What follows belongs to an exercise in optimizing a design on an open flow for small area, a short achievable clock period and few clock cycles; a production flow would make more cautious choices.
The RTL was checked by simulation tests, not by an equivalence proof against the original design.

--- run.sh ---
#!/bin/bash
# synth_recipe.tcl (not shown) runs the flow's synth.tcl, then flattens the netlist and writes it again
# the make line also repeats each setting of config.mk as NAME=value (left out here)
make -C /OpenROAD-flow-scripts/flow DESIGN_CONFIG=/design/flow/config.mk WORK_HOME=/design/flow/orfs CLKGATE_MAP_FILE= SYNTH_SCRIPT=/design/flow/synth_recipe.tcl finish
--- config.mk ---
export PLATFORM = sky130hd
export DESIGN_NAME = viterbi_four_state_tagger_top
export DESIGN_NICKNAME = viterbi_four_state_tagger_top
export VERILOG_FILES = /design/flow/design.v
export SDC_FILE = /design/flow/constraint.sdc
export NUM_CORES = 4
export LEC_CHECK = 0
export CAP_MARGIN = 20
export CORE_MARGIN = 2
export CORE_UTILIZATION = 40
export PLACE_DENSITY = 0.6
export SLEW_MARGIN = 20
--- constraint.sdc ---
create_clock -name core_clock -period 15.0 [get_ports {clk}]
set_input_delay 3.0000 -clock core_clock [delete_from_list [all_inputs] [get_ports {clk}]]
set_output_delay 3.0000 -clock core_clock [all_outputs]
set_load 0.01 [all_outputs]
--- design.v ---
package vft_pkg;
	localparam int MAX_LEN_DEF     = 64;
	localparam int SCORE_WIDTH_DEF = 16;
	localparam int NSTATE = 4;
	localparam int PW     = 23;
	typedef struct packed {
		logic [NSTATE-1:0][15:0] start;
		logic [NSTATE-1:0][63:0] trans;
	} vft_cfg_t;
endpackage
module vft_ram (
	input  logic        clk,
	input  logic        we,
	input  logic [5:0]  waddr,    
	input  logic [7:0]  wdata,
	input  logic [2:0]  rrow,
	output logic [63:0] rdata
);
	logic [63:0] mem [8];
	always_ff @(posedge clk) begin
		for (int r = 0; r < 8; r++) begin
			for (int o = 0; o < 8; o++) begin
				if (we && waddr == 6'(8 * r + o)) begin
					mem[r][8*o +: 8] <= wdata;
				end
			end
		end
	end
	assign rdata = mem[rrow];
endmodule
module vft_regs (
	input  logic               clk,
	input  logic               arst_n,
	input  logic               psel,
	input  logic               penable,
	input  logic               pwrite,
	input  logic [5:0]         paddr,
	input  logic [63:0]        pwdata,
	output logic [63:0]        prdata,
	output logic               pready,
	output vft_pkg::vft_cfg_t  cfg
);
	logic [2:0]  widx;
	logic        wr_en;
	vft_pkg::vft_cfg_t    cfg_q;
	assign pready = 1'b1;
	assign widx   = paddr[5:3];
	assign wr_en  = psel & penable & pwrite;
	assign cfg    = cfg_q;
	always_ff @(posedge clk or negedge arst_n) begin
		if (!arst_n) begin
			cfg_q <= '0;
		end else if (wr_en) begin
			if (!widx[2]) begin
				cfg_q.start[widx[1:0]] <= pwdata[15:0];
			end else begin
				cfg_q.trans[widx[1:0]] <= pwdata;
			end
		end
	end
	always_comb begin
		if (!widx[2]) begin
			prdata = 64'(cfg_q.start[widx[1:0]]);
		end else begin
			prdata = cfg_q.trans[widx[1:0]];
		end
	end
endmodule
module vft_ctrl (
	input  logic                          clk,
	input  logic                          arst_n,
	input  logic                          pend,
	input  logic [5:0]                    cnt,
	input  logic                          trunc,
	input  logic                          dir,
	input  logic signed [vft_pkg::PW-1:0] best_score,
	input  logic [1:0]                    best_state,
	output logic                          pick_go,
	output logic                          in_ready,
	output logic [2:0]                    bp_rrow,
	input  logic [63:0]                   bp_rdata,
	output logic                          out_valid,
	input  logic                          out_ready,
	output logic [39:0]                   out_data,
	output logic                          out_trunc,
	output logic                          out_last
);
	localparam int PW = vft_pkg::PW;
	logic       busy_q, bdir_q;
	logic [1:0] cur_q, eidx_q;
	logic [2:0] lrow_q, off_q;
	logic [3:0] wrow_q;
	logic [15:0]          tmem [16];
	logic signed [PW-1:0] q_score [4];
	logic                 q_trunc [4];
	logic [5:0]           q_last  [4];
	logic [1:0]           qw_q, qr_q;
	logic [2:0]           qn_q;
	logic [4:0]           urows_q;
	logic [3:0]           wbase_q, rbase_q;
	logic [5:0]           pos_q;
	logic [3:0] nrows_new, nrows_head;
	logic       can_pick, eng_free;
	logic [1:0] t [8];
	logic [1:0] cur_d;
	logic [15:0] trow;
	logic       head_ok, out_fire, pop;
	logic [3:0] orow;
	logic [15:0] orow_data;
	assign nrows_new  = {1'b0, cnt[5:3]} + 4'd1;
	assign eng_free   = ~busy_q | (lrow_q == 3'd0);
	assign can_pick   = eng_free & (qn_q != 3'd4) & ({1'b0, urows_q} + {2'b0, nrows_new} <= 6'd16);
	assign pick_go    = pend & can_pick;
	assign in_ready   = ~pend | can_pick;
	assign bp_rrow = lrow_q ^ {3{bdir_q}};
	always_comb begin
		t[7] = cur_q;
		for (int o = 6; o >= 0; o--) begin
			if (off_q == 3'(o)) begin
				t[o] = cur_q;
			end else begin
				t[o] = bp_rdata[8*(o+1) + 2*t[o+1] +: 2];
			end
		end
		cur_d = bp_rdata[2*t[0] +: 2];
		for (int o = 0; o < 8; o++) begin
			trow[2*o +: 2] = t[o];
		end
	end
	always_ff @(posedge clk) begin
		if (busy_q) begin
			tmem[wrow_q] <= trow;
		end
		if (pick_go) begin
			q_score[qw_q] <= best_score;
			q_trunc[qw_q] <= trunc;
			q_last[qw_q]  <= cnt;
		end
	end
	assign head_ok    = (qn_q != 3'd0) & ~(busy_q & (eidx_q == qr_q));
	assign out_valid  = head_ok;
	assign out_fire   = head_ok & out_ready;
	assign out_last   = (pos_q == q_last[qr_q]);
	assign pop        = out_fire & out_last;
	assign nrows_head = {1'b0, q_last[qr_q][5:3]} + 4'd1;
	assign orow       = rbase_q + {1'b0, pos_q[5:3]};
	assign orow_data  = tmem[orow];
	assign out_data   = {32'($signed(q_score[qr_q])), pos_q, orow_data[2*pos_q[2:0] +: 2]};
	assign out_trunc  = q_trunc[qr_q];
	always_ff @(posedge clk or negedge arst_n) begin
		if (!arst_n) begin
			busy_q  <= 1'b0;
			bdir_q  <= 1'b0;
			cur_q   <= '0;
			eidx_q  <= '0;
			lrow_q  <= '0;
			off_q   <= '0;
			wrow_q  <= '0;
			qw_q    <= '0;
			qr_q    <= '0;
			qn_q    <= '0;
			urows_q <= '0;
			wbase_q <= '0;
			rbase_q <= '0;
			pos_q   <= '0;
		end else begin
			if (busy_q) begin
				cur_q  <= cur_d;
				off_q  <= 3'd7;
				lrow_q <= lrow_q - 3'd1;
				wrow_q <= wrow_q - 4'd1;
				if (lrow_q == 3'd0) begin
					busy_q <= 1'b0;
				end
			end
			if (pick_go) begin
				busy_q  <= 1'b1;
				bdir_q  <= ~dir;
				cur_q   <= best_state;
				eidx_q  <= qw_q;
				lrow_q  <= cnt[5:3];
				off_q   <= cnt[2:0];
				wrow_q  <= wbase_q + {1'b0, cnt[5:3]};
				wbase_q <= wbase_q + nrows_new;
				qw_q    <= qw_q + 2'd1;
			end
			if (out_fire) begin
				pos_q <= pop ? 6'd0 : pos_q + 6'd1;
			end
			if (pop) begin
				qr_q    <= qr_q + 2'd1;
				rbase_q <= rbase_q + nrows_head;
			end
			qn_q    <= qn_q + {2'b0, pick_go} - {2'b0, pop};
			urows_q <= urows_q + (pick_go ? {1'b0, nrows_new} : 5'd0) - (pop ? {1'b0, nrows_head} : 5'd0);
		end
	end
endmodule
module vft_dp (
	input  logic                   clk,
	input  logic                   arst_n,
	input  vft_pkg::vft_cfg_t      cfg,
	input  logic                   fire,       
	input  logic [63:0]            in_data,
	input  logic                   in_first,
	input  logic                   in_last,
	input  logic                   pick_go,    
	output logic                   pend,       
	output logic [5:0]             cnt,        
	output logic                   trunc,
	output logic                   dir,        
	output logic signed [vft_pkg::PW-1:0] best_score,
	output logic [1:0]             best_state,
	output logic                   bp_we,
	output logic [5:0]             bp_waddr,
	output logic [7:0]             bp_wdata
);
	localparam int PW = vft_pkg::PW;
	logic signed [PW-1:0] path_q [4];
	logic                 open_q, trunc_q, dir_q, pend_q;
	logic [5:0]           cnt_q;
	logic signed [PW-1:0] s    [4][4];    
	logic signed [PW-1:0] m01  [4], m23 [4], mx [4];
	logic [1:0]           p01  [4], p23 [4], px [4];
	logic signed [PW-1:0] base [4];
	logic signed [PW-1:0] nxt  [4];
	logic                 init, drop, acs;
	logic [5:0]           wpos;
	assign init = in_first | ~open_q;
	assign drop = ~init & (cnt_q == 6'd63);
	assign acs  = ~init & ~drop;
	always_comb begin
		for (int j = 0; j < 4; j++) begin
			for (int k = 0; k < 4; k++) begin
				if (j == 0 && pend_q) begin
					s[j][k] = path_q[k];
				end else begin
					s[j][k] = path_q[k] + PW'($signed(cfg.trans[k][16*j +: 16]));
				end
			end
			if (s[j][1] > s[j][0]) begin
				m01[j] = s[j][1];
				p01[j] = 2'd1;
			end else begin
				m01[j] = s[j][0];
				p01[j] = 2'd0;
			end
			if (s[j][3] > s[j][2]) begin
				m23[j] = s[j][3];
				p23[j] = 2'd3;
			end else begin
				m23[j] = s[j][2];
				p23[j] = 2'd2;
			end
			if (m23[j] > m01[j]) begin
				mx[j] = m23[j];
				px[j] = p23[j];
			end else begin
				mx[j] = m01[j];
				px[j] = p01[j];
			end
			base[j] = init ? PW'($signed(cfg.start[j])) : mx[j];
			nxt[j]  = base[j] + PW'($signed(in_data[16*j +: 16]));
		end
	end
	always_ff @(posedge clk) begin
		if (fire && !drop) begin
			for (int j = 0; j < 4; j++) begin
				path_q[j] <= nxt[j];
			end
		end
	end
	always_ff @(posedge clk or negedge arst_n) begin
		if (!arst_n) begin
			open_q  <= 1'b0;
			cnt_q   <= '0;
			trunc_q <= 1'b0;
			dir_q   <= 1'b0;
			pend_q  <= 1'b0;
		end else begin
			if (pick_go) begin
				pend_q <= 1'b0;
			end
			if (fire) begin
				open_q <= ~in_last;
				if (init) begin
					cnt_q   <= '0;
					trunc_q <= 1'b0;
				end else if (drop) begin
					trunc_q <= 1'b1;
				end else begin
					cnt_q <= cnt_q + 6'd1;
				end
				if (in_last) begin
					pend_q <= 1'b1;
					dir_q  <= ~dir_q;
				end
			end
		end
	end
	assign wpos     = cnt_q + 6'd1;
	assign bp_we    = fire & acs;
	assign bp_waddr = {wpos[5:3] ^ {3{dir_q}}, wpos[2:0]};
	assign bp_wdata = {px[3], px[2], px[1], px[0]};
	assign pend       = pend_q;
	assign cnt        = cnt_q;
	assign trunc      = trunc_q;
	assign dir        = dir_q;
	assign best_score = mx[0];
	assign best_state = px[0];
endmodule
module viterbi_four_state_tagger_top #(
	parameter int MAX_LEN     = vft_pkg::MAX_LEN_DEF,
	parameter int SCORE_WIDTH = vft_pkg::SCORE_WIDTH_DEF
) (
	input  logic        clk,
	input  logic        arst_n,
	input  logic        s_tvalid,
	output logic        s_tready,
	input  logic [63:0] s_tdata,    
	input  logic        s_tuser,    
	input  logic        s_tlast,    
	output logic        m_tvalid,
	input  logic        m_tready,
	output logic [39:0] m_tdata,    
	output logic        m_tuser,    
	output logic        m_tlast,    
	input  logic        psel,
	input  logic        penable,
	input  logic        pwrite,
	input  logic [5:0]  paddr,
	input  logic [63:0] pwdata,
	output logic [63:0] prdata,
	output logic        pready
);
	vft_pkg::vft_cfg_t cfg;
	logic                          pend, trunc, dir, pick_go, bp_we;
	logic [5:0]                    cnt, bp_waddr;
	logic [7:0]                    bp_wdata;
	logic [2:0]                    bp_rrow;
	logic [63:0]                   bp_rdata;
	logic signed [vft_pkg::PW-1:0] best_score;
	logic [1:0]                    best_state;
	vft_regs u_regs (
		.clk     (clk),
		.arst_n  (arst_n),
		.psel    (psel),
		.penable (penable),
		.pwrite  (pwrite),
		.paddr   (paddr),
		.pwdata  (pwdata),
		.prdata  (prdata),
		.pready  (pready),
		.cfg     (cfg)
	);
	vft_dp u_dp (
		.clk        (clk),
		.arst_n     (arst_n),
		.cfg        (cfg),
		.fire       (s_tvalid & s_tready),
		.in_data    (s_tdata),
		.in_first   (s_tuser),
		.in_last    (s_tlast),
		.pick_go    (pick_go),
		.pend       (pend),
		.cnt        (cnt),
		.trunc      (trunc),
		.dir        (dir),
		.best_score (best_score),
		.best_state (best_state),
		.bp_we      (bp_we),
		.bp_waddr   (bp_waddr),
		.bp_wdata   (bp_wdata)
	);
	vft_ram u_bp (
		.clk   (clk),
		.we    (bp_we),
		.waddr (bp_waddr),
		.wdata (bp_wdata),
		.rrow  (bp_rrow),
		.rdata (bp_rdata)
	);
	vft_ctrl u_ctrl (
		.clk        (clk),
		.arst_n     (arst_n),
		.pend       (pend),
		.cnt        (cnt),
		.trunc      (trunc),
		.dir        (dir),
		.best_score (best_score),
		.best_state (best_state),
		.pick_go    (pick_go),
		.in_ready   (s_tready),
		.bp_rrow    (bp_rrow),
		.bp_rdata   (bp_rdata),
		.out_valid  (m_tvalid),
		.out_ready  (m_tready),
		.out_data   (m_tdata),
		.out_trunc  (m_tuser),
		.out_last   (m_tlast)
	);
endmodule
==> out/results.tsv, run 1 <==
stage	metric	value	unit
floorplan	Chip Height	462.6	um
floorplan	Rows	168	
finish	Finished Cell Area	95950	um^2
global_route	first-pass GRT wire length	434400	um
clocking	Post-CTS Hold Buffers	0	
run	total of max-cap violations	0	
finish	NumNets Final	8700	
worst_setup_path	crit-path max cell delay	0.55	ns
synth	post-synthesis mux area share	8.009	%
hold_path	Hold WC Path Type	flop to flop	
finish	commonest cells after routing, fill and taps aside	980 x edfxtp_1, 747 x ha_1, 530 x nand2_1	
worst_setup_path	CP Launch Type	flop	
sta	Slew Limit Headroom	13.98	%
finish	layout cells sized above 1	10.73	%
sta	Hold Fails Final Rpt	0	
placement	dpl cell area	90740	um^2
placement	GP Congestion	0.9778	
worst_setup_path	Worst setup EP type	flop	
sta	setup violators final	0	
global_route	antenna violations before repair	38	
drt	Detailed Routing Iterations Pass 1	6	
floorplan	number of I/O pins	252	
run_status	outcome	timing/DRC/antenna clean	
finish	FF+latch area	38740	um^2
synth	Seq cells post-synth	1352	
sta	Fin Clk Skew	0.05743	ns
placement	IO buf count	247	
synth	Syn Inst Count	7473	
global_route	vias in the first global route	61720	
global_route	total track usage	27.84	%
global_route	remaining global-route overflow	0	
floorplan	Die ar.	214000	um^2
synth	post-synth top area share	34.98	%
sta	Tmin final	14.04	ns
clocking	CTS Buf Count	146	
sta	Tightest Pin Transition	1.290	ns
drt	Final ANT Viol Nets	0	
synth	number of synthesized flops with an enable pin	980	
sta	fmax	71.23	MHz
drt	# DRC	0	
floorplan	Initial Util	40.18	%
synth	Syn Area/Cell	11.26	um^2
clocking	Clock Latency Late Sink	0.84	ns
drt	Via Count	64070	
worst_setup_path	WP data required	15.53	ns
synth	Synth area leaders	edfxtp_1 35%, ha_1 11%, dfrtp_1 11%	
clocking	Sink Count	1352	
worst_setup_path	slowest CP cell	o2111a_1	
clocking	Clock Tree Root	clkbuf_16	
synth	ys flop type	edfxtp_1	
finish	area grow syn2layout	14.06	%
worst_setup_path	Arr. time, crit path	14.56	ns
synth	largest family of logic cells by synthesized area	compound AO/OA/AOI/OAI gates	
clocking	Clock transition at path regs	0.06	ns
synth	Cell Area, Synth	84120	um^2
synth	Simple-Gate Fraction of Synth Area	9.415	%
clocking	number of H-tree levels	4	
clocking	clock tree buffer depth	3	
synth	syn nets	8394	
drt	final WL	303900	um
synth	post-synthesis compound-gate area fraction	16.39	%
sta	final hold slack	0.4946	ns
clocking	CTS tree	done	
drt	WL/cell	28.37	um
synth	FFs w/ async S/R, synth	27.51	%
synth	Adder-Cell Fraction of Synth Area	11.92	%
global_route	largest net degree at the start of global routing	117	
synth	YS warnings	16	
synth	Synth Area in XOR/XNOR	4.472	%
drt	vias per cell	5.982	
sta	max-slew violation count	0	
floorplan	core area	209400	um^2
synth	Synth cell types	103	
placement	hpwl dp	220400	um
sta	Tcrit/Tclk final	93.60	%
synth	Seq/Total Area, Yosys	46.05	%
synth	cell taking the most area after synthesis	edfxtp_1	
finish	most common cell after layout, fill and taps aside	edfxtp_1	
worst_setup_path	CP Max Fanout	13	
floorplan	Die Span X	462.6	um
worst_setup_path	Crit Path Class	flop to flop	
finish	fillers	19160	
drt	Initial DRC Count	7040	
finish	multi-input logic area	42750	um^2
==> layout make-up <==
cell class                 count  area share [%]
tap                         2805           3.658
clock buffer                 190           4.173
antenna                       11         0.02869
sequential                  1352           40.38
timing repair buffer         478           4.468
clock inverter                74          0.8372
multi-input combinational   5315           44.55
inverter                     486           1.904
==> registers in the layout, summed over array words and instances, names as in the netlist, 2 cells and up <==
name and count:
u_bp.mem 512, u_regs.cfg_q 320, u_ctrl.tmem 256, u_ctrl.q_score 92, u_dp.path_q 92, u_ctrl.q_last 24
u_ctrl.pos_q 6, u_dp.cnt_q 6, u_ctrl.urows_q 5, u_ctrl.q_trunc 4, u_ctrl.rbase_q 4, u_ctrl.wbase_q 4
u_ctrl.wrow_q 4, u_ctrl.lrow_q 3, u_ctrl.off_q 3, u_ctrl.qn_q 3, u_ctrl.cur_q 2, u_ctrl.eidx_q 2
u_ctrl.qr_q 2, u_ctrl.qw_q 2
==> per-stage QoR <==
step / worst slack [ns] / instances / TNS [ns] / utilization, %
floorplan: 1.849 / 7473 / 0 / -
global placement: 0.4132 / 10420 / 0 / 43.34
detailed placement: 0.3717 / 10420 / 0 / 43.34
CTS: 0.2957 / 10680 / 0 / 45.64
global route: -0.01960 / 10710 / -0.03866 / 45.82
finish: 0.9607 / 10710 / 0 / 45.83
==> synth_stat cells, drive strengths merged (92+ instances only) <==
cell type,n
a21oi,431
a22o,299
a22oi,173
and2,102
buf,97
clkbuf,223
dfrtp,372
edfxtp,980
ha,748
inv,484
mux2i,147
mux4,199
nand2,536
nor2,448
nor2b,117
nor3,92
o21ai,385
o21bai,147
xnor2,361
==> path summary, 6_finish.rpt <==
check | startpoint | endpoint | slack (ns) | depth (start not counted)
max | u_dp.path_q[3][0] | u_dp.path_q[1][22] | 0.96 | 66
min | u_ctrl.wbase_q[3] | u_ctrl.wbase_q[3] | 0.49 | 1
max reg2reg | u_dp.path_q[3][0] | u_dp.path_q[1][22] | 0.96 | 66
min reg2reg | u_ctrl.wbase_q[3] | u_ctrl.wbase_q[3] | 0.49 | 1
max in group asynchronous | arst_n | u_ctrl.qr_q[0] | 10.37 | 3
min in group asynchronous | arst_n | u_regs.cfg_q[36] | 2.29 | 1
==> metal layers <==
metal / share of wire (%) / global-route usage [%] / wire, um
met1: 43 / 39.07 / 130500
met2: 43 / 41.17 / 130100
met3: 9.3 / 6.052 / 28400
met4: 4.9 / 12.53 / 14850
met5: 0.012 / 0 / 35
==> what timing repair did <==
action	4_1_cts	5_1_grt
setup endpoints to repair	0	17
buffers inserted	0	17
gates resized for setup	0	69
==> critical path: cells and delay by family, from the launching register on <==
| kind | cells | cell delay (ns) |
|---|---|---|
| xor+xnor | 3 | 0.52 |
| mux | 1 | 0.41 |
| flops | 1 | 0.35 |
| fa+ha+maj | 6 | 1.98 |
| buf+inv | 4 | 0.73 |
| simple gates | 12 | 1.69 |
| compound gates | 40 | 8.03 |
==> cells by family after synthesis <==
logic type,count (synthesis)
other cells,1
flops,1352
compound gates,2016
buf+inv,806
mux,415
fa+ha+maj,785
simple gates,1670
xor+xnor,428
Testbench counts, summed over its fixed seeds: cycles 13,576.
==> run 2: changes to the inputs <==
--- a/design.v
+++ b/design.v
@@ -221,6 +221,8 @@
 	logic [5:0]           cnt_q;
 	logic signed [PW-1:0] s    [4][4];    
-	logic signed [PW-1:0] m01  [4], m23 [4], mx [4];
-	logic [1:0]           p01  [4], p23 [4], px [4];
+	logic signed [PW-1:0] mx   [4];
+	logic [1:0]           px   [4];
+	logic                 g01 [4], g02 [4], g03 [4], g12 [4], g13 [4], g23 [4];
+	logic [3:0]           w    [4];
 	logic signed [PW-1:0] base [4];
 	logic signed [PW-1:0] nxt  [4];
@@ -233,31 +235,19 @@
 		for (int j = 0; j < 4; j++) begin
 			for (int k = 0; k < 4; k++) begin
-				if (j == 0 && pend_q) begin
-					s[j][k] = path_q[k];
-				end else begin
-					s[j][k] = path_q[k] + PW'($signed(cfg.trans[k][16*j +: 16]));
-				end
-			end
-			if (s[j][1] > s[j][0]) begin
-				m01[j] = s[j][1];
-				p01[j] = 2'd1;
-			end else begin
-				m01[j] = s[j][0];
-				p01[j] = 2'd0;
-			end
-			if (s[j][3] > s[j][2]) begin
-				m23[j] = s[j][3];
-				p23[j] = 2'd3;
-			end else begin
-				m23[j] = s[j][2];
-				p23[j] = 2'd2;
-			end
-			if (m23[j] > m01[j]) begin
-				mx[j] = m23[j];
-				px[j] = p23[j];
-			end else begin
-				mx[j] = m01[j];
-				px[j] = p01[j];
+				s[j][k] = path_q[k] + PW'($signed(cfg.trans[k][16*j +: 16] & {16{~(pend_q && j == 0)}}));
 			end
+			g01[j] = s[j][1] > s[j][0];
+			g02[j] = s[j][2] > s[j][0];
+			g03[j] = s[j][3] > s[j][0];
+			g12[j] = s[j][2] > s[j][1];
+			g13[j] = s[j][3] > s[j][1];
+			g23[j] = s[j][3] > s[j][2];
+			w[j][0] = ~g01[j] & ~g02[j] & ~g03[j];
+			w[j][1] =  g01[j] & ~g12[j] & ~g13[j];
+			w[j][2] =  g02[j] &  g12[j] & ~g23[j];
+			w[j][3] =  g03[j] &  g13[j] &  g23[j];
+			px[j] = {w[j][2] | w[j][3], w[j][1] | w[j][3]};
+			mx[j] = ({PW{w[j][0]}} & s[j][0]) | ({PW{w[j][1]}} & s[j][1])
+			      | ({PW{w[j][2]}} & s[j][2]) | ({PW{w[j][3]}} & s[j][3]);
 			base[j] = init ? PW'($signed(cfg.start[j])) : mx[j];
 			nxt[j]  = base[j] + PW'($signed(in_data[16*j +: 16]));
--- a/config.mk
+++ b/config.mk
@@ -6,4 +6,5 @@
 export NUM_CORES = 4
 export LEC_CHECK = 0
+export ABC_AREA = 1
 export CAP_MARGIN = 20
 export CORE_MARGIN = 2
==> run 2 against run 1 <==
Compared with the run above: cell area is 4.6% higher; sequential cell count stayed put; highest routed layer unchanged; worst hold slack worse by 0.022 ns; wire length is 19% higher; critical path depth is 9 lower; clock-buffer cell count is 4 higher; maximum frequency is 16% higher.
==> out/results.tsv, run 2 <==
stage	metric	value	unit
finish	layout cells sized above 1	5.515	%
synth	post-synth top area share	33.06	%
sta	setup violators final	0	
finish	area grow syn2layout	12.69	%
floorplan	Die Span X	475.8	um
sta	Tightest Pin Transition	1.304	ns
clocking	Post-CTS Resized	0	
clocking	Clock Tree Root	clkbuf_16	
floorplan	core area	221700	um^2
synth	top-count cell post-synth	nand2_1	
worst_setup_path	Arr. time, crit path	12.70	ns
drt	Final ANT Viol Nets	0	
clocking	postcts setup bufs	0	
drt	Via Count	76880	
placement	Placement Setup Slack	3.317	ns
sta	setup TNS	0	ns
sta	max-slew violation count	0	
global_route	total track usage	31.22	%
run_status	outcome	timing/DRC/antenna clean	
global_route	vias in the first global route	73310	
synth	Cell Area, Synth	89030	um^2
clocking	Post-CTS Hold Buffers	0	
clocking	Sink Count	1352	
worst_setup_path	WP data required	15.57	ns
finish	commonest cells after routing, fill and taps aside	1449 x nand2_1, 1050 x inv_1, 980 x edfxtp_1	
drt	Initial DRC Count	8210	
drt	final WL	361300	um
floorplan	Chip Height	475.8	um
synth	Synth cell types	79	
worst_setup_path	most used cell, CP	nand2_1	
worst_setup_path	Crit Path Class	flop to flop	
clocking	number of H-tree levels	4	
drt	WL/cell	27.53	um
sta	Tmin final	12.13	ns
finish	NumNets Final	11110	
worst_setup_path	Worst setup EP type	flop	
clocking	Clock transition at path regs	0.06	ns
worst_setup_path	CP Max Fanout	11	
sta	final hold slack	0.4729	ns
worst_setup_path	CP Launch Type	flop	
floorplan	number of I/O pins	252	
sta	Setup WS post-layout	2.872	ns
synth	FFs w/ async S/R, synth	27.51	%
synth	number of synthesized flops with an enable pin	980	
sta	Slew Limit Headroom	13.04	%
placement	IO buf count	247	
finish	most common cell after layout, fill and taps aside	nand2_1	
worst_setup_path	crit-path max cell delay	0.81	ns
synth	ys flop type	edfxtp_1	
synth	Syn Inst Count	9778	
floorplan	Die ar.	226400	um^2
clocking	Clock Latency Late Sink	0.85	ns
synth	Synth area leaders	edfxtp_1 33%, ha_1 13%, dfrtp_1 10%	
floorplan	Rows	173	
global_route	largest net degree at the start of global routing	114	
synth	cell taking the most area after synthesis	edfxtp_1	
synth	Seq cells post-synth	1352	
finish	Largest Register	u_bp.mem	
floorplan	Initial Util	40.16	%
hold_path	Hold WC Path Type	flop to flop	
clocking	clock tree buffer depth	3	
drt	vias per cell	5.859	
drt	Detailed Routing Iterations Pass 1	9	
global_route	antenna violations before repair	41	
synth	syn nets	10900	
global_route	first-pass GRT wire length	510800	um
drt	# DRC	0	
clocking	CTS tree	done	
sta	unrepaired setup endpoints after global routing	false	
synth	Seq/Total Area, Yosys	43.51	%
synth	Syn Area/Cell	9.105	um^2
sta	Fin Clk Skew	0.05890	ns
finish	Largest register FFs	512	
global_route	remaining global-route overflow	0	
clocking	CTS Buf Count	155	
placement	hpwl dp	270400	um
sta	Hold Fails Final Rpt	0	
sta	fmax	82.45	MHz
synth	YS warnings	19	
synth	Synth top cells by count	1455 x nand2_1, 1057 x inv_1, 980 x edfxtp_1	
worst_setup_path	slowest CP cell	edfxtp_1	
run	total of max-cap violations	0	
placement	GP Congestion	1.014	
sta	Tcrit/Tclk final	80.85	%
run 2: critical path, delay by kind of cell, from the launching register on:
kind | cells | cell delay (ns)
simple gates | 24 | 3.27
fa+ha+maj | 5 | 1.72
compound gates | 22 | 5.11
xor+xnor | 2 | 0.65
flops | 1 | 0.81
buf+inv | 4 | 0.24
run 2: logic make-up after synthesis:
kind of cell	synth area share, %
AND/OR/NAND/NOR	13.24
adder cells (fa/ha/maj)	14.07
AO/OA/AOI/OAI	18.03
other	0.004212
buffers and inverters	6.294
XOR/XNOR	4.663
multiplexers	0.1911
flip-flops	43.51
run 2: stage by stage:
| stage | utilization, % | area, um^2 | std cells |
|---|---|---|---|
| floorplan | - | 89030 | 9778 |
| global placement | 42.86 | 95000 | 12800 |
| detailed placement | 42.88 | 95050 | 12800 |
| CTS | 45.21 | 100200 | 13090 |
| global route | 45.24 | 100300 | 13110 |
| finish | 45.26 | 100300 | 13120 |
run 2: final cells by class:
type / instances / area, um^2
fillers: 21170 / 121300
multi-input cells: 6992 / 44890
flip-flops and latches: 1352 / 38740
clock buffers: 194 / 4118
inverters: 1090 / 4104
well taps: 2975 / 3722
repair buffers: 397 / 3635
clock inverters: 92 / 1036
diodes: 30 / 75.07
run 2: per-layer routing:
metal | wire (um) | vias up | track usage, %
met5 | 82 | - | 0
met4 | 28920 | 14 | 22.39
met3 | 28750 | 860 | 5.882
met2 | 162000 | 3572 | 48.96
met1 | 141500 | 37230 | 38.58
li1 | - | 35210 | -
run 2: worst paths after layout:
path                                 endpoint  slack (ns)  depth (start not counted)               from
setup / recovery           u_dp.path_q[2][22]        2.87                         57  u_dp.path_q[3][0]
hold / removal              u_ctrl.rbase_q[3]        0.47                          1  u_ctrl.rbase_q[3]
setup reg to reg           u_dp.path_q[2][22]        2.87                         57  u_dp.path_q[3][0]
hold reg to reg             u_ctrl.rbase_q[3]        0.47                          1  u_ctrl.rbase_q[3]
max in group asynchronous         u_dp.pend_q        9.97                          4             arst_n
min in group asynchronous    u_regs.cfg_q[34]        2.09                          1             arst_n
Testbench counts of run 2, summed over its fixed seeds: cycles 13,576.
==> run 3: changes to the inputs <==
--- a/config.mk
+++ b/config.mk
@@ -11,3 +11,4 @@
 export CORE_UTILIZATION = 40
 export PLACE_DENSITY = 0.6
+export SETUP_SLACK_MARGIN = 5
 export SLEW_MARGIN = 20
==> run 3 against run 2 <==
Compared with the run above: still clean on timing, DRC and antenna; sequential cell count is the same; via count grew 0.45%; maximum frequency grew 23%; largest cell class unchanged; highest routed layer unchanged.
==> out/results.tsv, run 3 <==
stage	metric	value	unit
synth	Simple-Gate Fraction of Synth Area	13.24	%
finish	most common cell after layout, fill and taps aside	nand2_1	
synth	Seq/Total Area, Yosys	43.51	%
global_route	first-pass GRT wire length	513500	um
sta	setup TNS	0	ns
floorplan	Die Span X	475.8	um
placement	IO buf count	247	
synth	post-synthesis compound-gate area fraction	18.03	%
clocking	Clock transition at path regs	0.06	ns
placement	GP Congestion	1.014	
drt	WL/cell	27.66	um
worst_setup_path	CP Launch Type	input port	
sta	unrepaired setup endpoints after global routing	true	
synth	top-count cell post-synth	nand2_1	
finish	NumNets Final	11200	
worst_setup_path	Crit Path Class	input port to output port	
sta	setup violators final	0	
sta	Tightest Pin Transition	1.283	ns
hold_path	hold path start	u_ctrl.rbase_q[3]	
clocking	Sink Count	1352	
sta	Slew Limit Headroom	14.45	%
worst_setup_path	r2r endpoint	u_dp.path_q[2][22]	
sta	max-slew violation count	0	
worst_setup_path	WP data required	12.00	ns
floorplan	Chip Height	475.8	um
synth	cell taking the most area after synthesis	edfxtp_1	
drt	Final ANT Viol Nets	0	
synth	largest family of logic cells by synthesized area	compound AO/OA/AOI/OAI gates	
drt	Via Count	77230	
drt	Detailed Routing Iterations Pass 1	7	
worst_setup_path	Arr. time, crit path	6.83	ns
floorplan	number of I/O pins	252	
synth	Adder-Cell Fraction of Synth Area	14.07	%
synth	post-synthesis mux area share	0.1911	%
finish	area grow syn2layout	15.08	%
run_status	outcome	timing/DRC/antenna clean	
synth	Cell Area, Synth	89030	um^2
synth	FFs w/ async S/R, synth	27.51	%
finish	Final Util	46.22	%
run	total of max-cap violations	0	
global_route	antenna violations before repair	40	
finish	Largest register FFs	512	
finish	Layout Cells excl Fill	13200	
sta	Tcrit/Tclk final	65.51	%
clocking	clock tree buffer depth	3	
synth	post-synth top area share	33.06	%
finish	layout cells sized above 1	8.311	%
drt	Initial DRC Count	8518	
worst_setup_path	CP Max Fanout	51	
synth	Syn Area/Cell	9.105	um^2
floorplan	Rows	173	
clocking	Clock Latency Late Sink	0.85	ns
worst_setup_path	worst reg2reg path depth	58	
drt	vias per cell	5.851	
floorplan	Initial Util	40.16	%
synth	YS warnings	19	
sta	Tmin final	9.826	ns
synth	Synth Area in XOR/XNOR	4.663	%
floorplan	core area	221700	um^2
synth	syn nets	10900	
global_route	total track usage	31.41	%
clocking	CTS Buf Count	155	
synth	Synth cell types	79	
placement	DP Cell Count	12800	
floorplan	Die ar.	226400	um^2
sta	Fin Clk Skew	0.06092	ns
hold_path	Worst Hold End	u_ctrl.rbase_q[3]	
synth	Synth top cells by count	1455 x nand2_1, 1057 x inv_1, 980 x edfxtp_1	
clocking	CTS tree	done	
worst_setup_path	FF-to-FF setup slack	5.41	ns
global_route	largest net degree at the start of global routing	114	
sta	Hold Fails Final Rpt	0	
hold_path	WHS Path Cells	1	
finish	Largest Register	u_bp.mem	
synth	Seq cells post-synth	1352	
drt	final WL	365100	um
clocking	Clock Tree Root	clkbuf_16	
synth	Syn Inst Count	9778	
finish	commonest cells after routing, fill and taps aside	1441 x nand2_1, 1048 x inv_1, 980 x edfxtp_1	
drt	# DRC	0	
synth	Synth area leaders	edfxtp_1 33%, ha_1 13%, dfrtp_1 10%	
synth	number of synthesized flops with an enable pin	980	
placement	hpwl dp	270400	um
clocking	number of H-tree levels	4	
worst_setup_path	Worst setup EP type	output port	
worst_setup_path	FF-to-FF Start	u_dp.path_q[3][0]	
global_route	vias in the first global route	73650	
hold_path	Hold WC Path Type	flop to flop	
sta	fmax	101.8	MHz
synth	ys flop type	edfxtp_1	
global_route	remaining global-route overflow	0	
## run 3: cell types whose count changed in the layout (fill, tap and decap cells not counted), sizes merged
cell	previous run	this run
clkbuf	194	195
inv	1091	1089
diode	30	22
buf	153	237
nand3	330	331
clkinvlp	7	9
## run 3: logic make-up (layout without fill, tap and decap cells)
family / count (synthesis) / count (layout)
AOI/OAI and AO/OA: 2720 / 2720
buffers and inverters: 1434 / 1858
other: 1 / 23
and+or+nand+nor: 2797 / 2798
xor gates and xnor gates: 474 / 474
muxes: 17 / 17
adders and majority gates: 983 / 983
DFF: 1352 / 1352
## run 3: how the worst max path moves through the flow
| stage | from | to | depth (start not counted) |
|---|---|---|---|
| 6_report | paddr[4] | prdata[21] | 7 |
| 5_1_grt | u_dp.path_q[0][0] | u_dp.path_q[3][21] | 57 |
| 4_1_cts | u_dp.path_q[1][0] | u_dp.path_q[2][22] | 58 |
| 3_5_place_dp | u_dp.path_q[3][0] | u_dp.path_q[2][22] | 57 |
| 3_3_place_gp | u_dp.path_q[3][0] | u_dp.path_q[2][22] | 57 |
| 2_1_floorplan | s_tuser | u_dp.cnt_q[0] | 4 |
## run 3: cell type report
class,count,area [um^2]
Multi-Input combinational cell,6993,46170
Timing Repair Buffer,482,4478
Tap cell,2975,3722
Clock buffer,194,4118
Fill cell,21020,119200
Clock inverter,92,1036
Antenna cell,22,55.05
Sequential cell,1352,38740
Inverter,1090,4134
## run 3: per-stage QoR
stage	cell area (um^2)	setup slack, ns	hold WS (ns)
6_report	102500	5.174	0.4729
5_1_grt	102400	4.819	0.5069
4_1_cts	101000	4.973	0.4768
3_5_place_dp	95050	3.317	0.4602
3_3_place_gp	95000	3.485	0.4615
2_1_floorplan	89030	6.487	0.4416
## run 3: repair_timing
item                       CTS  global route
pin swaps                    9            64
setup endpoints to repair   40            65
gates resized for setup     89           208
buffers inserted            35            49
gates cloned                 0             2
hold buffers                 0             0
## run 3: worst max-delay path, cell delays in order
cell	delay, ns
buf_2	0.53
clkinv_2	0.89
buf_4	0.56
a21oi_1	0.17
o21ai_0	0.10
a21oi_1	0.78
clkdlybuf4s50_1	0.70
## run 3: routing by layer
metal / global-route usage [%] / part of all wire (%) / vias up
met5: 0 / 0.030 / -
met4: 22.94 / 8.3 / 16
met3: 6.062 / 8.3 / 892
met2: 49.17 / 45 / 3560
met1: 38.65 / 39 / 37450
li1: - / - / 35310
==> run 4: changes to the inputs <==
--- a/design.v
+++ b/design.v
@@ -43,4 +43,5 @@
 	logic [2:0]  widx;
 	logic        wr_en;
+	logic [63:0] wdata;
 	vft_pkg::vft_cfg_t    cfg_q;
 	assign pready = 1'b1;
@@ -48,12 +49,12 @@
 	assign wr_en  = psel & penable & pwrite;
 	assign cfg    = cfg_q;
-	always_ff @(posedge clk or negedge arst_n) begin
-		if (!arst_n) begin
-			cfg_q <= '0;
-		end else if (wr_en) begin
-			if (!widx[2]) begin
-				cfg_q.start[widx[1:0]] <= pwdata[15:0];
-			end else begin
-				cfg_q.trans[widx[1:0]] <= pwdata;
+	assign wdata  = pwdata & {64{arst_n}};
+	always_ff @(posedge clk) begin
+		for (int i = 0; i < 4; i++) begin
+			if (!arst_n || (wr_en && !widx[2] && widx[1:0] == 2'(i))) begin
+				cfg_q.start[i] <= wdata[15:0];
+			end
+			if (!arst_n || (wr_en && widx[2] && widx[1:0] == 2'(i))) begin
+				cfg_q.trans[i] <= wdata;
 			end
 		end
@@ -77,5 +78,5 @@
 	input  logic [1:0]                    best_state,
 	output logic                          pick_go,
-	output logic                          in_ready,
+	output logic                          stall,      
 	output logic [2:0]                    bp_rrow,
 	input  logic [63:0]                   bp_rdata,
@@ -112,5 +113,5 @@
 	assign can_pick   = eng_free & (qn_q != 3'd4) & ({1'b0, urows_q} + {2'b0, nrows_new} <= 6'd16);
 	assign pick_go    = pend & can_pick;
-	assign in_ready   = ~pend | can_pick;
+	assign stall      = pend & ~can_pick;
 	assign bp_rrow = lrow_q ^ {3{bdir_q}};
 	always_comb begin
@@ -223,10 +224,15 @@
 	logic signed [PW-1:0] mx   [4];
 	logic [1:0]           px   [4];
-	logic                 g01 [4], g02 [4], g03 [4], g12 [4], g13 [4], g23 [4];
-	logic [3:0]           w    [4];
-	logic signed [PW-1:0] base [4];
+	logic signed [PW-1:0] m01  [4], m23 [4];
+	logic [1:0]           p01  [4], p23 [4];
+	logic signed [PW-1:0] tv, ev, cs_s, cs_c;
 	logic signed [PW-1:0] nxt  [4];
 	logic                 init, drop, acs;
 	logic [5:0]           wpos;
+	function automatic logic gt19(input logic [PW-1:0] a, input logic [PW-1:0] b);
+		logic [18:0] d;
+		d    = b[18:0] - a[18:0];
+		gt19 = d[18];
+	endfunction
 	assign init = in_first | ~open_q;
 	assign drop = ~init & (cnt_q == 6'd63);
@@ -235,21 +241,32 @@
 		for (int j = 0; j < 4; j++) begin
 			for (int k = 0; k < 4; k++) begin
-				s[j][k] = path_q[k] + PW'($signed(cfg.trans[k][16*j +: 16] & {16{~(pend_q && j == 0)}}));
+				tv       = PW'($signed(cfg.trans[k][16*j +: 16] & {16{~(pend_q && j == 0)}}));
+				ev       = PW'($signed(in_data[16*j +: 16] & {16{~(pend_q && j == 0)}}));
+				cs_s     = path_q[k] ^ tv ^ ev;
+				cs_c     = (path_q[k] & tv) | (path_q[k] & ev) | (tv & ev);
+				s[j][k]  = cs_s + {cs_c[PW-2:0], 1'b0};
+			end
+			if (gt19(s[j][1], s[j][0])) begin
+				m01[j] = s[j][1];
+				p01[j] = 2'd1;
+			end else begin
+				m01[j] = s[j][0];
+				p01[j] = 2'd0;
+			end
+			if (gt19(s[j][3], s[j][2])) begin
+				m23[j] = s[j][3];
+				p23[j] = 2'd3;
+			end else begin
+				m23[j] = s[j][2];
+				p23[j] = 2'd2;
 			end
-			g01[j] = s[j][1] > s[j][0];
-			g02[j] = s[j][2] > s[j][0];
-			g03[j] = s[j][3] > s[j][0];
-			g12[j] = s[j][2] > s[j][1];
-			g13[j] = s[j][3] > s[j][1];
-			g23[j] = s[j][3] > s[j][2];
-			w[j][0] = ~g01[j] & ~g02[j] & ~g03[j];
-			w[j][1] =  g01[j] & ~g12[j] & ~g13[j];
-			w[j][2] =  g02[j] &  g12[j] & ~g23[j];
-			w[j][3] =  g03[j] &  g13[j] &  g23[j];
-			px[j] = {w[j][2] | w[j][3], w[j][1] | w[j][3]};
-			mx[j] = ({PW{w[j][0]}} & s[j][0]) | ({PW{w[j][1]}} & s[j][1])
-			      | ({PW{w[j][2]}} & s[j][2]) | ({PW{w[j][3]}} & s[j][3]);
-			base[j] = init ? PW'($signed(cfg.start[j])) : mx[j];
-			nxt[j]  = base[j] + PW'($signed(in_data[16*j +: 16]));
+			if (gt19(m23[j], m01[j])) begin
+				mx[j] = m23[j];
+				px[j] = p23[j];
+			end else begin
+				mx[j] = m01[j];
+				px[j] = p01[j];
+			end
+			nxt[j]  = init ? PW'($signed(cfg.start[j])) + PW'($signed(in_data[16*j +: 16])) : mx[j];
 		end
 	end
@@ -325,5 +342,8 @@
 );
 	vft_pkg::vft_cfg_t cfg;
-	logic                          pend, trunc, dir, pick_go, bp_we;
+	logic                          pend, trunc, dir, pick_go, bp_we, stall;
+	logic                          in_v_q, in_first_q, in_last_q;
+	logic [63:0]                   in_data_q;
+	logic                          proc;
 	logic [5:0]                    cnt, bp_waddr;
 	logic [7:0]                    bp_wdata;
@@ -344,12 +364,28 @@
 		.cfg     (cfg)
 	);
+	assign proc     = in_v_q & ~stall;
+	assign s_tready = ~in_v_q | ~stall;
+	always_ff @(posedge clk or negedge arst_n) begin
+		if (!arst_n) begin
+			in_v_q <= 1'b0;
+		end else if (s_tready) begin
+			in_v_q <= s_tvalid;
+		end
+	end
+	always_ff @(posedge clk) begin
+		if (s_tready && s_tvalid) begin
+			in_data_q  <= s_tdata;
+			in_first_q <= s_tuser;
+			in_last_q  <= s_tlast;
+		end
+	end
 	vft_dp u_dp (
 		.clk        (clk),
 		.arst_n     (arst_n),
 		.cfg        (cfg),
-		.fire       (s_tvalid & s_tready),
-		.in_data    (s_tdata),
-		.in_first   (s_tuser),
-		.in_last    (s_tlast),
+		.fire       (proc),
+		.in_data    (in_data_q),
+		.in_first   (in_first_q),
+		.in_last    (in_last_q),
 		.pick_go    (pick_go),
 		.pend       (pend),
@@ -381,5 +417,5 @@
 		.best_state (best_state),
 		.pick_go    (pick_go),
-		.in_ready   (s_tready),
+		.stall      (stall),
 		.bp_rrow    (bp_rrow),
 		.bp_rdata   (bp_rdata),
--- a/config.mk
+++ b/config.mk
@@ -9,6 +9,6 @@
 export CAP_MARGIN = 20
 export CORE_MARGIN = 2
-export CORE_UTILIZATION = 40
-export PLACE_DENSITY = 0.6
+export CORE_UTILIZATION = 55
+export PLACE_DENSITY = 0.7
 export SETUP_SLACK_MARGIN = 5
 export SLEW_MARGIN = 20
==> run 4 against run 3 <==
Compared with the run above: still clean; critical path depth increased by 1; largest cell class is now flip-flops and latches; critical path type unchanged; area after synthesis is 3.2% lower; maximum frequency rose by 0.55%; critical endpoint is now prdata[58].
==> out/results.tsv, run 4 <==
stage	metric	value	unit
sta	fmax	102.3	MHz
worst_setup_path	Crit Path Class	input port to output port	
synth	post-synth top area share	47.62	%
sta	Slew Limit Headroom	22.85	%
global_route	total track usage	30.68	%
worst_setup_path	Crit path buffers/inverters	5	
finish	Largest register FFs	512	
sta	Tmin final	9.772	ns
synth	top-count cell post-synth	edfxtp_1	
finish	commonest cells after routing, fill and taps aside	1366 x edfxtp_1, 1303 x nand2_1, 652 x ha_1	
synth	Syn Inst Count	8002	
synth	number of synthesized flops with an enable pin	1366	
worst_setup_path	crit-path cells	clkdlybuf4s50_1 > nand2_1 > buf_4 > inv_2 > buf_4 > a22oi_1 > a21oi_1 > clkdlybuf4s50_1	
clocking	Clock Tree Root	clkbuf_16	
worst_setup_path	crit-path max cell delay	0.75	ns
synth	FFs w/ async S/R, synth	3.735	%
synth	Seq/Total Area, Yosys	49.16	%
drt	final WL	246200	um
clocking	Post-CTS Hold Buffers	0	
finish	# diodes	0	
worst_setup_path	Arr. time, crit path	6.77	ns
sta	Fin Clk Skew	0.06919	ns
global_route	remaining global-route overflow	0	
placement	IO buf count	247	
floorplan	Chip Height	399.8	um
synth	Synth area leaders	edfxtp_1 48%, ha_1 9.5%, fa_1 8.6%	
worst_setup_path	Worst setup EP type	output port	
finish	area grow syn2layout	11.44	%
drt	Initial DRC Count	6555	
global_route	antenna violations before repair	4	
worst_setup_path	CP Max Fanout	55	
worst_setup_path	slowest CP cell	buf_4	
floorplan	number of I/O pins	252	
sta	Tightest Pin Transition	1.157	ns
drt	Via Count	63240	
clocking	CTS tree	done	
synth	Syn Area/Cell	10.77	um^2
floorplan	Initial Util	55.28	%
sta	max-slew violation count	0	
sta	unrepaired setup endpoints after global routing	false	
synth	Synth top cells by count	1366 x edfxtp_1, 1304 x nand2_1, 653 x ha_1	
floorplan	Die ar.	159800	um^2
synth	YS warnings	16	
synth	Cell Area, Synth	86140	um^2
run_status	outcome	timing/DRC/antenna clean	
hold_path	Hold WC Path Type	flop to flop	
finish	layout cells sized above 1	5.054	%
finish	fillers	12260	
sta	Tcrit/Tclk final	65.15	%
synth	Synth cell types	66	
synth	Seq cells post-synth	1419	
finish	NumNets Final	9390	
synth	syn nets	9168	
clocking	clock tree buffer depth	3	
floorplan	core area	155800	um^2
clocking	Clock transition at path regs	0.06	ns
clocking	CTS Buf Count	149	
worst_setup_path	crit-path leading delay family	buffers and inverters	
placement	hpwl dp	177100	um
clocking	number of H-tree levels	4	
drt	Detailed Routing Iterations Pass 1	5	
clocking	Sink Count	1419	
sta	final hold slack	0.4658	ns
sta	Hold Fails Final Rpt	0	
finish	Largest Register	u_bp.mem	
run	total of max-cap violations	0	
drt	WL/cell	23.66	um
worst_setup_path	CP Launch Type	input port	
finish	most common cell after layout, fill and taps aside	edfxtp_1	
drt	vias per cell	6.076	
drt	Final ANT Viol Nets	0	
sta	setup TNS	0	ns
sta	setup violators final	0	
clocking	Clock Latency Late Sink	0.84	ns
floorplan	Die Span X	399.8	um
synth	cell taking the most area after synthesis	edfxtp_1	
floorplan	Rows	145	
global_route	first-pass GRT wire length	363600	um
global_route	largest net degree at the start of global routing	115	
synth	ys flop type	edfxtp_1	
global_route	vias in the first global route	61510	
drt	# DRC	0	
placement	GP Congestion	0.9582	
worst_setup_path	WP data required	12.00	ns
-- run 4: changes by cell type in the layout (fill, tap and decap cells not counted), moves of 138 or more --
cell	before	now
ha_1	949	652
o21ai_0	717	490
dfrtp_1	370	52
a21oi_1	908	580
edfxtp_1	980	1366
inv_1	1048	583
nand2_1	1441	1303
fa_1	27	369
o22ai_1	241	51
-- run 4: final timing paths --
path | slack (ns) | cells past startpoint | from | endpoint
worst min-delay path | 0.47 | 1 | u_ctrl.rbase_q[3] | u_ctrl.rbase_q[3]
min in group asynchronous | 2.03 | 1 | arst_n | u_ctrl.pos_q[0]
worst max register to register | 5.67 | 38 | u_dp.path_q[2][1] | u_bp.mem[7][61]
worst min register to register | 0.47 | 1 | u_ctrl.rbase_q[3] | u_ctrl.rbase_q[3]
max in group asynchronous | 11.88 | 2 | arst_n | u_ctrl.wrow_q[3]
worst max-delay path | 5.23 | 8 | paddr[4] | prdata[58]
-- run 4: worst reg2reg max path, delay by kind of cell, from the launching register on --
kind | cells | cell delay [ns]
XOR/XNOR | 1 | 0.19
AO/OA/AOI/OAI | 7 | 1.41
flip-flops | 1 | 0.76
adder cells (fa/ha/maj) | 5 | 1.81
buffers and inverters | 5 | 2.01
AND/OR/NAND/NOR | 20 | 2.83
-- run 4: layout make-up --
class,count,area [um^2],share of cell area (%)
tap,2058,2575,2.682
timing repair buffer,344,3248,3.383
inverter,619,2344,2.441
multi-input combinational,5690,40470,42.15
clock buffer,183,3886,4.048
timing repair inverter,1,7.507,0.007820
clock inverter,94,1129,1.176
sequential,1419,42350,44.11
-- run 4: kinds of logic after synthesis --
kind of cell | count (synthesis) | share of synthesized area [%]
other | 1 | 0.004353
adders and majority gates | 1023 | 18.08
and+or+nand+nor | 2411 | 11.57
buffers and inverters | 893 | 4.070
DFF | 1419 | 49.16
AOI/OAI and AO/OA | 1804 | 12.48
xor gates and xnor gates | 434 | 4.434
muxes | 17 | 0.1975
-- run 4: what timing repair did --
action,in CTS,in global routing
gates resized for setup,1,25
pin swaps,0,0
setup endpoints to repair,39,316
buffers inserted,0,0
cloned,0,1
-- run 4: per-stage QoR --
stage	setup slack (ns)	utilization, %	instance area (um^2)	cells
3_5_place_dp	4.955	58.34	90920	10130
6_report	5.228	61.60	96000	10410
3_3_place_gp	5.112	58.34	90920	10130
4_1_cts	5.073	61.56	95930	10410
2_1_floorplan	5.569	-	86140	8002
5_1_grt	4.988	61.60	96000	10410
-- run 4: metal layers --
metal / track usage, % / vias to the layer above / share of wire [%]
met4: 10.60 / 2 / 3.4
met3: 6.359 / 404 / 11
met5: 0 / - / 0.0077
met2: 45.80 / 2880 / 43
met1: 44.64 / 30980 / 42
li1: - / 28980 / -
Testbench counts of run 4, summed over its fixed seeds: cycles 13,608.
==> run 5: changes to the inputs <==
==> flow/run.sh (new file) <==
#!/bin/bash
# Layout: the standard flow (standard synthesis, floorplan, placement, CTS, routing,
# finish), with the timing repair aimed at a setup slack of 9 ns instead of 0, so that the
# worst paths get repaired well below the clock period. The clock period and constraints are
# the design's. make's full output goes to flow_make.log here; ORFS writes each step's log
# under orfs/logs/.
set -euo pipefail
bash standard.sh SETUP_SLACK_MARGIN=9 finish > flow_make.log 2>&1
==> standard.sh (new file) <==
#!/bin/bash
# synth_recipe.tcl (not shown) runs the flow's synth.tcl, then flattens the netlist and writes it again
# the make line also repeats each setting of config.mk as NAME=value (left out here)
make -C /OpenROAD-flow-scripts/flow DESIGN_CONFIG=/design/flow/config.mk WORK_HOME=/design/flow/orfs CLKGATE_MAP_FILE= SYNTH_SCRIPT=/design/flow/synth_recipe.tcl "${@:-finish}"
--- a/config.mk
+++ b/config.mk
@@ -11,4 +11,4 @@
 export CORE_UTILIZATION = 55
 export PLACE_DENSITY = 0.7
-export SETUP_SLACK_MARGIN = 5
 export SLEW_MARGIN = 20
+export TNS_END_PERCENT = 20
removed: run.sh
==> run 5 against run 4 <==
Compared with the run above: cell area up 12%; still clean; global-route usage grew 4.1 points.
==> out/results.tsv, run 5 <==
stage	metric	value	unit
run_status	outcome	timing/DRC/antenna clean	
synth	Seq/Total Area, Yosys	49.16	%
clocking	CTS Buf Count	147	
worst_setup_path	Worst setup EP type	flop	
worst_setup_path	FF-to-FF Start	u_dp.pend_q	
worst_setup_path	Crit path buffers/inverters	11	
worst_setup_path	FF-to-FF setup slack	7.53	ns
finish	NumNets Final	9922	
floorplan	Die ar.	159800	um^2
synth	Syn Inst Count	8002	
drt	Via Count	68320	
drt	final WL	287100	um
placement	hpwl dp	179300	um
worst_setup_path	CP Max Fanout	10	
worst_setup_path	crit-path leading delay family	simple AND/OR/NAND/NOR gates	
global_route	total track usage	34.77	%
run	total of max-cap violations	0	
synth	FFs w/ async S/R, synth	3.735	%
floorplan	Rows	145	
placement	DP Cell Count	10120	
finish	commonest cells after routing, fill and taps aside	1366 x edfxtp_1, 1169 x nand2_1, 594 x ha_1	
synth	cell taking the most area after synthesis	edfxtp_1	
synth	Synth cell types	66	
synth	YS warnings	16	
clocking	number of H-tree levels	4	
global_route	met3 GRT Util	8.882	%
worst_setup_path	slowest CP cell	fa_1	
hold_path	Hold WC Path Type	flop to flop	
synth	Cell Area, Synth	86140	um^2
sta	Slew Limit Headroom	21.46	%
synth	syn nets	9168	
clocking	Post-CTS Hold Buffers	0	
worst_setup_path	CP Launch Type	flop	
global_route	vias in the first global route	65670	
worst_setup_path	worst reg2reg path depth	42	
hold_path	hold path start	u_ctrl.rbase_q[3]	
sta	unrepaired setup endpoints after global routing	true	
global_route	first-pass GRT wire length	406200	um
sta	Tmin final	7.467	ns
drt	# DRC	0	
finish	most common cell after layout, fill and taps aside	edfxtp_1	
synth	post-synth top area share	47.62	%
synth	number of synthesized flops with an enable pin	1366	
global_route	met1 usage	47.90	%
sta	Tcrit/Tclk final	49.78	%
global_route	antenna violations before repair	11	
worst_setup_path	crit-path max cell delay	0.51	ns
placement	GP Congestion	0.9220	
worst_setup_path	Crit Path Class	flop to flop	
sta	setup TNS	0	ns
sta	Tightest Pin Transition	1.178	ns
clocking	Sink Count	1419	
clocking	Clock Latency Late Sink	0.84	ns
finish	Largest register FFs	512	
floorplan	Chip Height	399.8	um
synth	top-count cell post-synth	edfxtp_1	
worst_setup_path	WP data required	15.56	ns
global_route	largest net degree at the start of global routing	104	
floorplan	core area	155800	um^2
floorplan	number of I/O pins	252	
sta	fmax	133.9	MHz
sta	setup violators final	0	
sta	Fin Clk Skew	0.06726	ns
placement	IO buf count	247	
worst_setup_path	r2r endpoint	u_bp.mem[6][56]	
drt	WL/cell	26.24	um
hold_path	WHS Path Cells	1	
synth	Synth top cells by count	1366 x edfxtp_1, 1304 x nand2_1, 653 x ha_1	
finish	layout cells sized above 1	19.03	%
drt	Detailed Routing Iterations Pass 1	8	
drt	vias per cell	6.244	
drt	Final ANT Viol Nets	0	
synth	Syn Area/Cell	10.77	um^2
sta	Hold Fails Final Rpt	0	
synth	Seq cells post-synth	1419	
clocking	clock tree buffer depth	3	
floorplan	Initial Util	55.28	%
clocking	CTS tree	done	
finish	Largest Register	u_bp.mem	
global_route	grt peak-use layer	met2	
hold_path	Worst Hold End	u_ctrl.rbase_q[3]	
clocking	Clock transition at path regs	0.06	ns
synth	Synth area leaders	edfxtp_1 48%, ha_1 9.5%, fa_1 8.6%	
worst_setup_path	Arr. time, crit path	8.03	ns
finish	area grow syn2layout	24.35	%
global_route	M2 GR Usage	52.25	%
synth	ys flop type	edfxtp_1	
drt	Initial DRC Count	7790	
global_route	remaining global-route overflow	0	
floorplan	Die Span X	399.8	um
sta	max-slew violation count	0	
clocking	Clock Tree Root	clkbuf_16	
finish	Layout Cells excl Fill	10940	
-- run 5: cell counts after synthesis --
Identical to the previous run, type by type.
-- run 5: what timing repair did --
action                                  in CTS  in global routing
resized for setup                         1034                485
pin swaps                                  244                235
endpoints found under the setup margin     892                863
gates cloned                                82                 26
setup buffers                              283                155
-- run 5: worst reg2reg max path, delay by kind of cell, from the launching register on --
family          cells  cell delay [ns]
simple gates       14             2.06
compound gates     12             1.87
buf+inv            11             1.40
fa+ha+maj           4             1.37
flops               1             0.42
xor+xnor            1             0.12
-- run 5: per-layer routing --
layer	wire, um	up-vias
met5	16	-
li1	-	30140
met4	15680	4
met2	125100	4020
met1	109200	33450
met3	37170	711
-- run 5: per-stage QoR --
| step | hold slack [ns] | worst slack (ns) | area, um^2 | util (%) |
|---|---|---|---|---|
| after CTS | 0.4691 | 7.601 | 103500 | 66.44 |
| after floorplan | 0.4416 | 7.764 | 86610 | - |
| after detailed placement | 0.4572 | 5.442 | 91080 | 58.44 |
| after global placement | 0.4567 | 5.452 | 91080 | 58.44 |
| final | 0.4672 | 7.533 | 107100 | 68.74 |
| after global routing | 0.4905 | 7.327 | 107100 | 68.73 |
-- run 5: worst max path at each step --
stage                            startpoint            endpoint  slack, ns  cells after the start
after floorplan                    paddr[3]          prdata[53]       7.76                      6
after global placement             paddr[4]          prdata[60]       5.45                      8
after detailed placement           paddr[4]          prdata[60]       5.44                      8
after CTS                   u_ctrl.pos_q[3]          m_tdata[0]       7.60                     14
after global routing      u_dp.path_q[1][3]  u_dp.path_q[1][13]       7.33                     43
final                           u_dp.pend_q     u_bp.mem[6][56]       7.53                     42
-- run 5: logic make-up after synthesis --
group	Yosys count	synth area share, %
simple gates	2411	11.57
compound gates	1804	12.48
flops	1419	49.16
fa+ha+maj	1023	18.08
buf+inv	893	4.070
xor+xnor	434	4.434
mux	17	0.1975
other cells	1	0.004353
-- run 5: layout make-up --
class / count / area (um^2)
flip-flops and latches: 1419 / 42350
fillers: 10810 / 48720
inverters: 619 / 2581
repair buffers: 847 / 9684
diodes: 6 / 15.01
well taps: 2058 / 2575
multi-input cells: 5699 / 44630
clock buffers: 177 / 3801
clock inverters: 93 / 1216
repair inverters: 23 / 274.0

separate check: timing with driven ports:
The flow's constraints put no driver on any port. The routed layouts listed below were extracted and timed again, unchanged, in two steps. Step 1 (the two cells are an assumption about what drives the block):
set clk [get_ports {clk}]
set_driving_cell -lib_cell sky130_fd_sc_hd__clkbuf_16 $clk
set_driving_cell -lib_cell sky130_fd_sc_hd__buf_2 [delete_from_list [all_inputs] $clk]
Step 2 times the ports against the registers' clock, not the clock port: input delays grow and output delays shrink by t, the midpoint of the rising clock arrivals with the driver on. Three values: no drivers, after step 1, after step 2; two values: the first two.
run	t (ns)	setup slack, ns	cell pins on the clock port's net
run 1	0.895	0.961 / 0.961 / 0.961	1
run 2	0.912	2.872 / 2.872 / 2.872	1
run 3	0.912	5.174 / 5.146 / 5.146	1
run 4	0.893	5.228 / 5.201 / 5.201	1
run 5	0.905	7.533 / 7.517 / 7.517	1
After both steps every run listed still meets setup and hold. For run 3, which loses most, drivers alone change the setup slack by -0.028 ns; drivers and shift together by -0.028 ns.
